Source: an optimization exercise on an open RTL-to-GDS flow (aim: small area, a short achievable clock period and few clock cycles). Production flows keep margins and buffers that such runs may drop. Function was checked by simulation only, so behaviour that the tests miss may differ from the original. Power figures rest on the tool's default switching activity, not on a simulated workload.

===== config.mk =====
export PLATFORM = sky130hd
export DESIGN_NAME = noc_mesh
export DESIGN_NICKNAME = noc_mesh
export VERILOG_FILES = /design/flow/design.v
export SDC_FILE = /design/flow/constraint.sdc
export NUM_CORES = 4
export LEC_CHECK = 0
export CAP_MARGIN = 20
export CORE_MARGIN = 2
export CORE_UTILIZATION = 40
export PLACE_DENSITY = 0.6
export SLEW_MARGIN = 20

===== constraint.sdc =====
create_clock -name core_clock -period 6.0 [get_ports {clock}]
set_input_delay 1.2000 -clock core_clock [delete_from_list [all_inputs] [get_ports {clock}]]
set_output_delay 1.2000 -clock core_clock [all_outputs]
set_load 0.01 [all_outputs]

===== design.v =====
package noc_pkg;
  localparam logic [2:0] EAST  = 3'd0;
  localparam logic [2:0] WEST  = 3'd1;
  localparam logic [2:0] NORTH = 3'd2;
  localparam logic [2:0] SOUTH = 3'd3;
  localparam logic [2:0] LOCAL = 3'd4;
  localparam int NUM_PORTS   = 5;
  localparam int FLIT_WIDTH  = 16;
  localparam int COORD_WIDTH = 4;
  localparam int HDR_DST_Y_LSB = 0;
  localparam int HDR_DST_X_LSB = COORD_WIDTH;
  localparam int SIZE_COUNT_LSB = 0;
endpackage
`timescale 1ns/100ps
import noc_pkg::*;
module input_buffer
#(
  parameter int BUFFER_DEPTH = 4
) (
  input  logic  clock,
  input  logic  rst_i,
  input  logic [FLIT_WIDTH-1:0] data_i,
  input  logic  rx_i,
  output logic  credit_o,
  output logic [FLIT_WIDTH-1:0] head_o,
  output logic  empty_o,
  input  logic  pop_i
);
  localparam int PTR_W = (BUFFER_DEPTH > 1) ? $clog2(BUFFER_DEPTH) : 1;
  localparam int CNT_W = $clog2(BUFFER_DEPTH + 1);
  logic [FLIT_WIDTH-1:0]            mem [BUFFER_DEPTH];
  logic [PTR_W-1:0] wr_ptr;
  logic [PTR_W-1:0] rd_ptr;
  logic [CNT_W-1:0] count;
  logic             full;
  logic             push;
  logic             pull;
  logic [PTR_W-1:0] wr_next;
  logic [PTR_W-1:0] rd_next;
  assign wr_next = (wr_ptr == PTR_W'(BUFFER_DEPTH - 1)) ? PTR_W'(0) : wr_ptr + 1'b1;
  assign rd_next = (rd_ptr == PTR_W'(BUFFER_DEPTH - 1)) ? PTR_W'(0) : rd_ptr + 1'b1;
  assign full     = (count == CNT_W'(BUFFER_DEPTH));
  assign empty_o  = (count == '0);
  assign credit_o = !full;
  assign head_o   = mem[rd_ptr];
  assign push = rx_i && !full;
  assign pull = pop_i && !empty_o;
  always_ff @(posedge clock) begin
    if (push) begin
      mem[wr_ptr] <= data_i;
    end
  end
  always_ff @(posedge clock) begin
    if (rst_i) begin
      wr_ptr <= '0;
      rd_ptr <= '0;
      count  <= '0;
    end else begin
      if (push) begin
        wr_ptr <= wr_next;
      end
      if (pull) begin
        rd_ptr <= rd_next;
      end
      case ({push, pull})
        2'b10:   count <= count + 1'b1;
        2'b01:   count <= count - 1'b1;
        default: count <= count;
      endcase
    end
  end
endmodule
`timescale 1ns/100ps
import noc_pkg::*;
module packet_counter
(
  input  logic       clock,
  input  logic       rst_i,
  input  logic [FLIT_WIDTH-1:0]      head_i,
  input  logic       empty_i,
  input  logic       pop_i,
  output logic         req_o,
  output logic [2*COORD_WIDTH-1:0] dst_o,
  output logic         done_o,
  input  logic         grant_i
);
  localparam logic [1:0] P_HEADER  = 2'd0;
  localparam logic [1:0] P_SIZE    = 2'd1;
  localparam logic [1:0] P_PAYLOAD = 2'd2;
  logic [1:0] pos;
  logic       routed;
  logic [7:0] remaining;
  logic       last_flit;
  assign dst_o = head_i[2*COORD_WIDTH-1:0];
  assign req_o = (pos == P_HEADER) && !empty_i && !routed;
  always_comb begin
    last_flit = 1'b0;
    if (pos == P_SIZE) begin
      last_flit = (head_i[SIZE_COUNT_LSB+:8] == 8'd0);
    end else if (pos == P_PAYLOAD) begin
      last_flit = (remaining == 8'd1);
    end
  end
  assign done_o = pop_i && last_flit;
  always_ff @(posedge clock) begin
    if (rst_i) begin
      pos       <= P_HEADER;
      routed    <= 1'b0;
      remaining <= '0;
    end else begin
      if (grant_i) begin
        routed <= 1'b1;
      end else if (done_o) begin
        routed <= 1'b0;
      end
      if (pop_i) begin
        case (pos)
          P_HEADER: pos <= P_SIZE;
          P_SIZE: begin
            remaining <= head_i[SIZE_COUNT_LSB+:8];
            pos       <= (head_i[SIZE_COUNT_LSB+:8] == 8'd0) ? P_HEADER : P_PAYLOAD;
          end
          P_PAYLOAD: begin
            remaining <= remaining - 1'b1;
            if (remaining == 8'd1) begin
              pos <= P_HEADER;
            end
          end
          default: pos <= P_HEADER;
        endcase
      end
    end
  end
endmodule
`timescale 1ns/100ps
import noc_pkg::*;
module switch_control
#(
  parameter int ADDR_X = 0,
  parameter int ADDR_Y = 0
) (
  input  logic                       clock,
  input  logic                       rst_i,
  input  logic [NUM_PORTS-1:0]       req_i,
  input  logic [NUM_PORTS-1:0][2*COORD_WIDTH-1:0] dst_i,
  input  logic [NUM_PORTS-1:0]       done_i,
  output logic [NUM_PORTS-1:0]       grant_o,
  output logic [NUM_PORTS-1:0][2:0]  conn_sel_o,
  output logic [NUM_PORTS-1:0]       conn_valid_o
);
  localparam logic [COORD_WIDTH-1:0] MY_X = COORD_WIDTH'(ADDR_X);
  localparam logic [COORD_WIDTH-1:0] MY_Y = COORD_WIDTH'(ADDR_Y);
  localparam logic [1:0] S_IDLE      = 2'd0;
  localparam logic [1:0] S_ARBITRATE = 2'd1;
  localparam logic [1:0] S_ROUTE     = 2'd2;
  logic [1:0]           state;
  logic [2:0]           sel;
  logic [2:0]           last;
  logic [2:0]           next_sel;
  logic                 found;
  logic [NUM_PORTS-1:0] req_vec;
  logic [NUM_PORTS-1:0] done_vec;
  logic [2*COORD_WIDTH-1:0]         dst_arr [NUM_PORTS];
  logic [2*COORD_WIDTH-1:0]         dst_sel;
  logic [2:0]           out_port;
  logic                 route_ok;
  for (genvar i = 0; i < NUM_PORTS; i++) begin : g_port
    assign req_vec[i]  = req_i[i];
    assign done_vec[i] = done_i[i];
    assign dst_arr[i]  = dst_i[i];
    assign grant_o[i]  = (state == S_ROUTE) && route_ok && (sel == 3'(i));
  end
  always_comb begin
    int idx;
    found    = 1'b0;
    next_sel = last;
    for (int k = NUM_PORTS; k >= 1; k--) begin
      idx = (int'(last) + k) % NUM_PORTS;
      if (req_vec[idx]) begin
        found    = 1'b1;
        next_sel = 3'(idx);
      end
    end
  end
  always_comb begin
    dst_sel = dst_arr[sel];
    if (dst_sel[HDR_DST_X_LSB+:COORD_WIDTH] > MY_X) begin
      out_port = EAST;
    end else if (dst_sel[HDR_DST_X_LSB+:COORD_WIDTH] < MY_X) begin
      out_port = WEST;
    end else if (dst_sel[HDR_DST_Y_LSB+:COORD_WIDTH] > MY_Y) begin
      out_port = NORTH;
    end else if (dst_sel[HDR_DST_Y_LSB+:COORD_WIDTH] < MY_Y) begin
      out_port = SOUTH;
    end else begin
      out_port = LOCAL;
    end
    route_ok = !conn_valid_o[out_port];
  end
  always_ff @(posedge clock) begin
    if (rst_i) begin
      state        <= S_IDLE;
      sel          <= '0;
      last         <= 3'(NUM_PORTS - 1);
      conn_sel_o   <= '0;
      conn_valid_o <= '0;
    end else begin
      for (int o = 0; o < NUM_PORTS; o++) begin
        if (conn_valid_o[o] && done_vec[conn_sel_o[o]]) begin
          conn_valid_o[o] <= 1'b0;
        end
      end
      case (state)
        S_IDLE: begin
          if (|req_vec) begin
            state <= S_ARBITRATE;
          end
        end
        S_ARBITRATE: begin
          if (found) begin
            sel   <= next_sel;
            state <= S_ROUTE;
          end else begin
            state <= S_IDLE;
          end
        end
        S_ROUTE: begin
          last <= sel;
          if (route_ok) begin
            conn_valid_o[out_port] <= 1'b1;
            conn_sel_o[out_port]   <= sel;
          end
          state <= S_IDLE;
        end
        default: state <= S_IDLE;
      endcase
    end
  end
endmodule
`timescale 1ns/100ps
import noc_pkg::*;
module crossbar
(
  input  logic [NUM_PORTS-1:0][2:0] conn_sel_i,
  input  logic [NUM_PORTS-1:0]      conn_valid_i,
  input  logic [NUM_PORTS-1:0][FLIT_WIDTH-1:0]     head_i,
  input  logic [NUM_PORTS-1:0]      empty_i,
  input  logic [NUM_PORTS-1:0]      credit_i,
  output logic [NUM_PORTS-1:0][FLIT_WIDTH-1:0]     data_o,
  output logic [NUM_PORTS-1:0]      tx_o,
  output logic [NUM_PORTS-1:0]      pop_o
);
  always_comb begin
    logic [2:0] src;
    data_o = '0;
    tx_o   = '0;
    pop_o  = '0;
    for (int o = 0; o < NUM_PORTS; o++) begin
      src = conn_sel_i[o];
      if (conn_valid_i[o]) begin
        data_o[o] = head_i[src];
        if (!empty_i[src] && credit_i[o]) begin
          tx_o[o]    = 1'b1;
          pop_o[src] = 1'b1;
        end
      end
    end
  end
endmodule
`timescale 1ns/100ps
import noc_pkg::*;
module router
#(
  parameter int ADDR_X       = 0,
  parameter int ADDR_Y       = 0,
  parameter int BUFFER_DEPTH = 4
) (
  input  logic                  clock,
  input  logic                  rst_i,
  input  logic [NUM_PORTS-1:0][FLIT_WIDTH-1:0] data_i,
  input  logic [NUM_PORTS-1:0]  rx_i,
  output logic [NUM_PORTS-1:0]  credit_o,
  output logic [NUM_PORTS-1:0][FLIT_WIDTH-1:0] data_o,
  output logic [NUM_PORTS-1:0]  tx_o,
  input  logic [NUM_PORTS-1:0]  credit_i
);
  logic [NUM_PORTS-1:0][FLIT_WIDTH-1:0]      head;
  logic [NUM_PORTS-1:0]       empty;
  logic [NUM_PORTS-1:0]       pop;
  logic [NUM_PORTS-1:0][2:0]  conn_sel;
  logic [NUM_PORTS-1:0]       conn_valid;
  logic [NUM_PORTS-1:0]         rt_req;
  logic [NUM_PORTS-1:0][2*COORD_WIDTH-1:0] rt_dst;
  logic [NUM_PORTS-1:0]         rt_done;
  logic [NUM_PORTS-1:0]         rt_grant;
  for (genvar p = 0; p < NUM_PORTS; p++) begin : g_input
    input_buffer #(
      .BUFFER_DEPTH (BUFFER_DEPTH)
    ) u_buffer (
      .clock    (clock),
      .rst_i    (rst_i),
      .data_i   (data_i[p]),
      .rx_i     (rx_i[p]),
      .credit_o (credit_o[p]),
      .head_o   (head[p]),
      .empty_o  (empty[p]),
      .pop_i    (pop[p])
    );
    packet_counter u_counter (
      .clock   (clock),
      .rst_i   (rst_i),
      .head_i  (head[p]),
      .empty_i (empty[p]),
      .pop_i   (pop[p]),
      .req_o   (rt_req[p]),
      .dst_o   (rt_dst[p]),
      .done_o  (rt_done[p]),
      .grant_i (rt_grant[p])
    );
  end
  switch_control #(
    .ADDR_X (ADDR_X),
    .ADDR_Y (ADDR_Y)
  ) u_ctrl (
    .clock        (clock),
    .rst_i        (rst_i),
    .req_i        (rt_req),
    .dst_i        (rt_dst),
    .done_i       (rt_done),
    .grant_o      (rt_grant),
    .conn_sel_o   (conn_sel),
    .conn_valid_o (conn_valid)
  );
  crossbar u_xbar (
    .conn_sel_i   (conn_sel),
    .conn_valid_i (conn_valid),
    .head_i       (head),
    .empty_i      (empty),
    .credit_i     (credit_i),
    .data_o       (data_o),
    .tx_o         (tx_o),
    .pop_o        (pop)
  );
endmodule
`timescale 1ns/100ps
import noc_pkg::*;
module noc_mesh
#(
  parameter int  NOC_DIM_X    = 3,
  parameter int  NOC_DIM_Y    = 3,
  parameter int  BUFFER_DEPTH = 4,
  localparam int NODES        = NOC_DIM_X * NOC_DIM_Y
) (
  input  logic              clock,
  input  logic              rst_i,
  input  logic [NODES-1:0][FLIT_WIDTH-1:0] local_data_i,
  input  logic [NODES-1:0]  local_rx_i,
  output logic [NODES-1:0]  local_credit_o,
  output logic [NODES-1:0][FLIT_WIDTH-1:0] local_data_o,
  output logic [NODES-1:0]  local_tx_o,
  input  logic [NODES-1:0]  local_credit_i
);
  logic [NUM_PORTS-1:0][FLIT_WIDTH-1:0] data_in    [NODES];
  logic [NUM_PORTS-1:0][FLIT_WIDTH-1:0] data_out   [NODES];
  logic [NUM_PORTS-1:0]  rx_in      [NODES];
  logic [NUM_PORTS-1:0]  tx_out     [NODES];
  logic [NUM_PORTS-1:0]  credit_in  [NODES];
  logic [NUM_PORTS-1:0]  credit_out [NODES];
  for (genvar i = 0; i < NOC_DIM_X; i++) begin : node_x
    for (genvar j = 0; j < NOC_DIM_Y; j++) begin : node_y
      localparam int N = i * NOC_DIM_Y + j;
      router #(
        .ADDR_X       (i),
        .ADDR_Y       (j),
        .BUFFER_DEPTH (BUFFER_DEPTH)
      ) u_router (
        .clock    (clock),
        .rst_i    (rst_i),
        .data_i   (data_in[N]),
        .rx_i     (rx_in[N]),
        .credit_o (credit_out[N]),
        .data_o   (data_out[N]),
        .tx_o     (tx_out[N]),
        .credit_i (credit_in[N])
      );
      assign data_in[N][LOCAL]   = local_data_i[N];
      assign rx_in[N][LOCAL]     = local_rx_i[N];
      assign credit_in[N][LOCAL] = local_credit_i[N];
      assign local_data_o[N]     = data_out[N][LOCAL];
      assign local_tx_o[N]       = tx_out[N][LOCAL];
      assign local_credit_o[N]   = credit_out[N][LOCAL];
      if (i == 0) begin : g_west_ground
        assign data_in[N][WEST]   = '0;
        assign rx_in[N][WEST]     = 1'b0;
        assign credit_in[N][WEST] = 1'b0;
      end else begin : g_west_link
        assign data_in[N][WEST]              = data_out[N-NOC_DIM_Y][EAST];
        assign rx_in[N][WEST]                = tx_out[N-NOC_DIM_Y][EAST];
        assign credit_in[N][WEST]            = credit_out[N-NOC_DIM_Y][EAST];
        assign data_in[N-NOC_DIM_Y][EAST]    = data_out[N][WEST];
        assign rx_in[N-NOC_DIM_Y][EAST]      = tx_out[N][WEST];
        assign credit_in[N-NOC_DIM_Y][EAST]  = credit_out[N][WEST];
      end
      if (i == NOC_DIM_X - 1) begin : g_east_ground
        assign data_in[N][EAST]   = '0;
        assign rx_in[N][EAST]     = 1'b0;
        assign credit_in[N][EAST] = 1'b0;
      end
      if (j == 0) begin : g_south_ground
        assign data_in[N][SOUTH]   = '0;
        assign rx_in[N][SOUTH]     = 1'b0;
        assign credit_in[N][SOUTH] = 1'b0;
      end else begin : g_south_link
        assign data_in[N][SOUTH]     = data_out[N-1][NORTH];
        assign rx_in[N][SOUTH]       = tx_out[N-1][NORTH];
        assign credit_in[N][SOUTH]   = credit_out[N-1][NORTH];
        assign data_in[N-1][NORTH]   = data_out[N][SOUTH];
        assign rx_in[N-1][NORTH]     = tx_out[N][SOUTH];
        assign credit_in[N-1][NORTH] = credit_out[N][SOUTH];
      end
      if (j == NOC_DIM_Y - 1) begin : g_north_ground
        assign data_in[N][NORTH]   = '0;
        assign rx_in[N][NORTH]     = 1'b0;
        assign credit_in[N][NORTH] = 1'b0;
      end
    end
  end
endmodule

===== run.sh =====
#!/bin/bash
# synth_recipe.tcl (not shown) runs the flow's synth.tcl, then flattens the netlist and writes it again
# the make line also repeats each setting of config.mk as NAME=value (left out here)
make -C /OpenROAD-flow-scripts/flow DESIGN_CONFIG=/design/flow/config.mk WORK_HOME=/design/flow/orfs CLKGATE_MAP_FILE= SYNTH_SCRIPT=/design/flow/synth_recipe.tcl finish

==> results.txt <==
cell families after synthesis:
| family | share of synthesized area |
|---|---|
| AND/OR/NAND/NOR | 0.1443 |
| AO/OA/AOI/OAI | 0.1495 |
| flip-flops | 0.4849 |
| buffers and inverters | 0.03899 |
| multiplexers | 0.1122 |
| adder cells (fa/ha/maj) | 0.05964 |
| XOR/XNOR | 0.01058 |
final timing paths:
kind / end / slack, ns / cells past startpoint
max reg2reg: node_x[0].node_y[1].u_router.u_ctrl.sel[2] / 0.55 / 19
min: node_x[2].node_y[2].u_router.u_ctrl.state[0] / 0.43 / 1
min reg2reg: node_x[2].node_y[2].u_router.u_ctrl.state[0] / 0.43 / 1
max: local_data_o[77] / 0.46 / 9
flip-flops by register name, indices dropped and copies added, names as in the netlist, named ones only:
name	count
node_x.node_y.u_router.g_input.u_buffer.rd_ptr	66
node_x.node_y.u_router.u_ctrl.sel	27
node_x.node_y.u_router.u_ctrl.conn_valid_o	40
node_x.node_y.u_router.g_input.u_counter.pos	78
node_x.node_y.u_router.g_input.u_counter.routed	45
node_x.node_y.u_router.u_ctrl.state	18
node_x.node_y.u_router.g_input.u_buffer.count	135
node_x.node_y.u_router.g_input.u_counter.remaining	264
node_x.node_y.u_router.u_ctrl.last	27
node_x.node_y.u_router.g_input.u_buffer.wr_ptr	66
node_x.node_y.u_router.u_ctrl.conn_sel_o	108
node_x.node_y.u_router.g_input.u_buffer.mem	2112
report_power, final:
part / switching, mW / internal (mW)
Sequential: 0.138 / 22.6
Combinational: 1.31 / 0.675
Clock: 8.85 / 12.1
worst max-delay path: stages (launching register included):
cell and delay (ns):
dfxtp_1 0.88, mux2i_1 0.16, nand2_1 0.10, o21ai_0 0.36, nor2_1 0.21, a21oi_1 0.06
o21ai_0 0.15, a21oi_1 0.09, nor2_1 0.71, clkdlybuf4s50_1 0.69
per-layer routing:
layer / wire (um) / vias to the layer above / part of all wire / track usage
met5: 198 / - / 0.00039 / 0
met4: 22780 / 28 / 0.045 / 0.09123
met3: 41320 / 1170 / 0.081 / 0.03694
met2: 225900 / 5548 / 0.44 / 0.3480
met1: 219800 / 63780 / 0.43 / 0.3179
li1: - / 60050 / - / -
synthesized netlist by cell type (all sizes together), types with 34 or more instances:
cell / number / area [um2]
o22ai: 170 / 1064
mux4: 607 / 13730
nor3: 358 / 1797
nand3: 240 / 1201
mux2i: 433 / 4334
a22oi: 284 / 2132
a2111oi: 34 / 297.8
a31oi: 83 / 525.5
nand4: 63 / 394.1
a311oi: 65 / 581.8
clkinv: 39 / 146.4
nor4: 97 / 613.1
and3: 100 / 625.6
a211oi: 229 / 1737
xnor2: 98 / 873.3
o32ai: 45 / 394.1
a21o: 73 / 548.0
a21oi: 1301 / 6523
mux2: 90 / 1017
ha: 754 / 9434
nand2b: 158 / 988.5
a221oi: 68 / 601.8
fa: 35 / 700.7
or4: 48 / 360.4
or2: 60 / 375.4
o31ai: 81 / 613.1
o21a: 59 / 442.9
and2: 286 / 1789
nor3b: 112 / 852.1
o211ai: 88 / 660.6
o21ai: 847 / 4254
xor2: 104 / 925.9
o221ai: 90 / 794.5
a21boi: 35 / 262.8
clkbuf: 710 / 2671
nand2: 1568 / 5888
nor4b: 40 / 350.3
nand3b: 65 / 488.0
nor2: 1575 / 5912
nor2b: 116 / 725.7
inv: 766 / 2875
dfxtp: 952 / 19060
edfxtp: 2112 / 63420
buf: 192 / 939.7
or3: 164 / 1031
stage by stage:
step           total power [mW]  cells  instance area, um2    util  hold slack [ns]
3_3_place_gp              25.16  21400              179000  0.4223           0.4196
5_1_grt                   47.04  22030              190200  0.4488           0.4500
3_5_place_dp              25.17  21400              179000  0.4224           0.4224
4_1_cts                   46.06  22030              190100  0.4487           0.4332
2_1_floorplan             24.39  16050              170100       -           0.4059
6_report                  45.71  22040              190200  0.4488           0.4304
layout make-up:
class | count | area [um2]
diodes | 4 | 10.01
multi-input cells | 11280 | 81100
repair buffers | 592 | 5325
fillers | 39120 | 233600
inverters | 805 | 3027
clock buffers | 454 | 9160
well taps | 5663 | 7086
clock inverters | 174 | 1992
flip-flops and latches | 3064 | 82480
==> results.txt <==
- Status: finished clean
- CTS tree: built
- CP Class: reg -> out
- CP Capture Type: primary output
- Gr usage total: 0.2262
- Post-CTS Setup Bufs: 0
- First-pass GRT wire length: 762300 um
- Startpoint class of the critical path: register
- WP data required: 4.80 ns
- Period utilization: 0.9238
- Hold crit path type: reg -> reg
- Max-cap violations: 0
- Ys async rst share: 0
- Core Footprint: about 420000 um2
- Commonest non-fill, non-tap cell in the layout: edfxtp_1
- Synth Area per Inst: 10.60 um2
- RSZ-0062 raised after global routing: false
- CTS Sinks: 3064
- Initial DRC count: 15.16k
- Synth Instances: 16.05k
- DR DRC count: 0
- Synth unique cells: ~120
- Main synth FF type: edfxtp_1
- Post-synth EDFFs: 2112
- Dpl hpwl: 359000 um
- Slew @ Worst Pin: 1.218 ns
- Final TNS setup: 0 ns
- Final ANT Viol Nets: 0
- Clk root buf: clkbuf_16
- Clock skew: 0.05540 ns
- #FFs+latches synth: 3064
- Post-synthesis sequential area ratio: 0.4849
- Clock tree buffer depth: 4
- Vias in the first global route: 120.9k
- Die ar.: 430500 um2
- I/O Buffers: 325
- Synthesis Warnings: 31
- H-tree depth: 5
- GP Congestion: 0.9518
- Initial antenna violation count: 28
- Fraction of layout instances using a drive strength above 1: 0.1010
- First-pass DRT Iterations: 6
- Mapped Nets: 17.01k
- Clk slew on worst S/H paths: approximately 0.060 ns
- Mapped cell area: 170100 um2
- Fmax: 0.1804 GHz
- Slew Viols, Final: 0
- Die width: around 660 um
- Worst rel slew slack: 0.1803
- Initial Util: 0.4015
- CTS Hold Bufs: 0
- Vias per cell: 5.925
- Max VDD drop: 0.0002180 V
- Most frequent cells in the layout: edfxtp_1, nor2_1, nand2_1, a21oi_1, dfxtp_1
- Critical path arrival: approximately 4.3 ns
- Critical Path Fanout Max: 17
- Total gr overflow: 0
- Clock Latency Late Sink: roughly 0.96 ns
- Hold Vio Cnt, Final: 0
- TritonCTS buffer count: 336
- Die height: around 660 um
- Worst setup margin: 0.4571 ns
- Post-CTS sizing: 0
- Final min period: 5.543 ns
- WL per Instance: 23.14 um
- Leak pwr: around 63 nW
- # rows: 239
- R2R Path Start: node_x[0].node_y[1].u_router.u_ctrl.last[1]
- P&R area growth vs syn: 11.80%
- Routed via count: about 130k
- Worst slack, placed: ~0.66 ns
- Largest net degree at the start of global routing: 148
- I/O pin count: approximately 330
- Total wire length: approximately 510000 um
- Hold Path Origin: node_x[2].node_y[2].u_router.u_ctrl.state[0]
- P per Cell Area: roughly 240 nW/um2
- Final nets: 17.03k
- Setup violators final: 0
Testbench counts, summed over its fixed seeds: cycles 3,607.

[static timing again, ports no longer ideal]
The flow's constraints put no driver on any port. The routed layout listed below was extracted and timed again, unchanged, in two steps.
Step 1 (the two cells are an assumption about what drives the block):
set clk [get_ports {clock}]
set_driving_cell -lib_cell sky130_fd_sc_hd__clkbuf_16 $clk
set_driving_cell -lib_cell sky130_fd_sc_hd__buf_2 [delete_from_list [all_inputs] $clk]
Step 2 also shifts input and output timing later by t, the mid clock arrival at the registers, as if the neighbouring blocks saw the same clock.
Slacks: ideal ports / drivers / drivers and shift; pairs: ideal ports / drivers.
t (ns): 1.040
setup slack, ns: 0.457 / 0.342 / 0.553
latest minus earliest clock arrival (ns): 0.063 / 0.063
worst data-port slew with drivers (ns): 0.21
After both steps setup and hold are still met in this run. For this run, drivers alone change the setup slack by -0.115 ns; drivers and shift together by +0.096 ns.
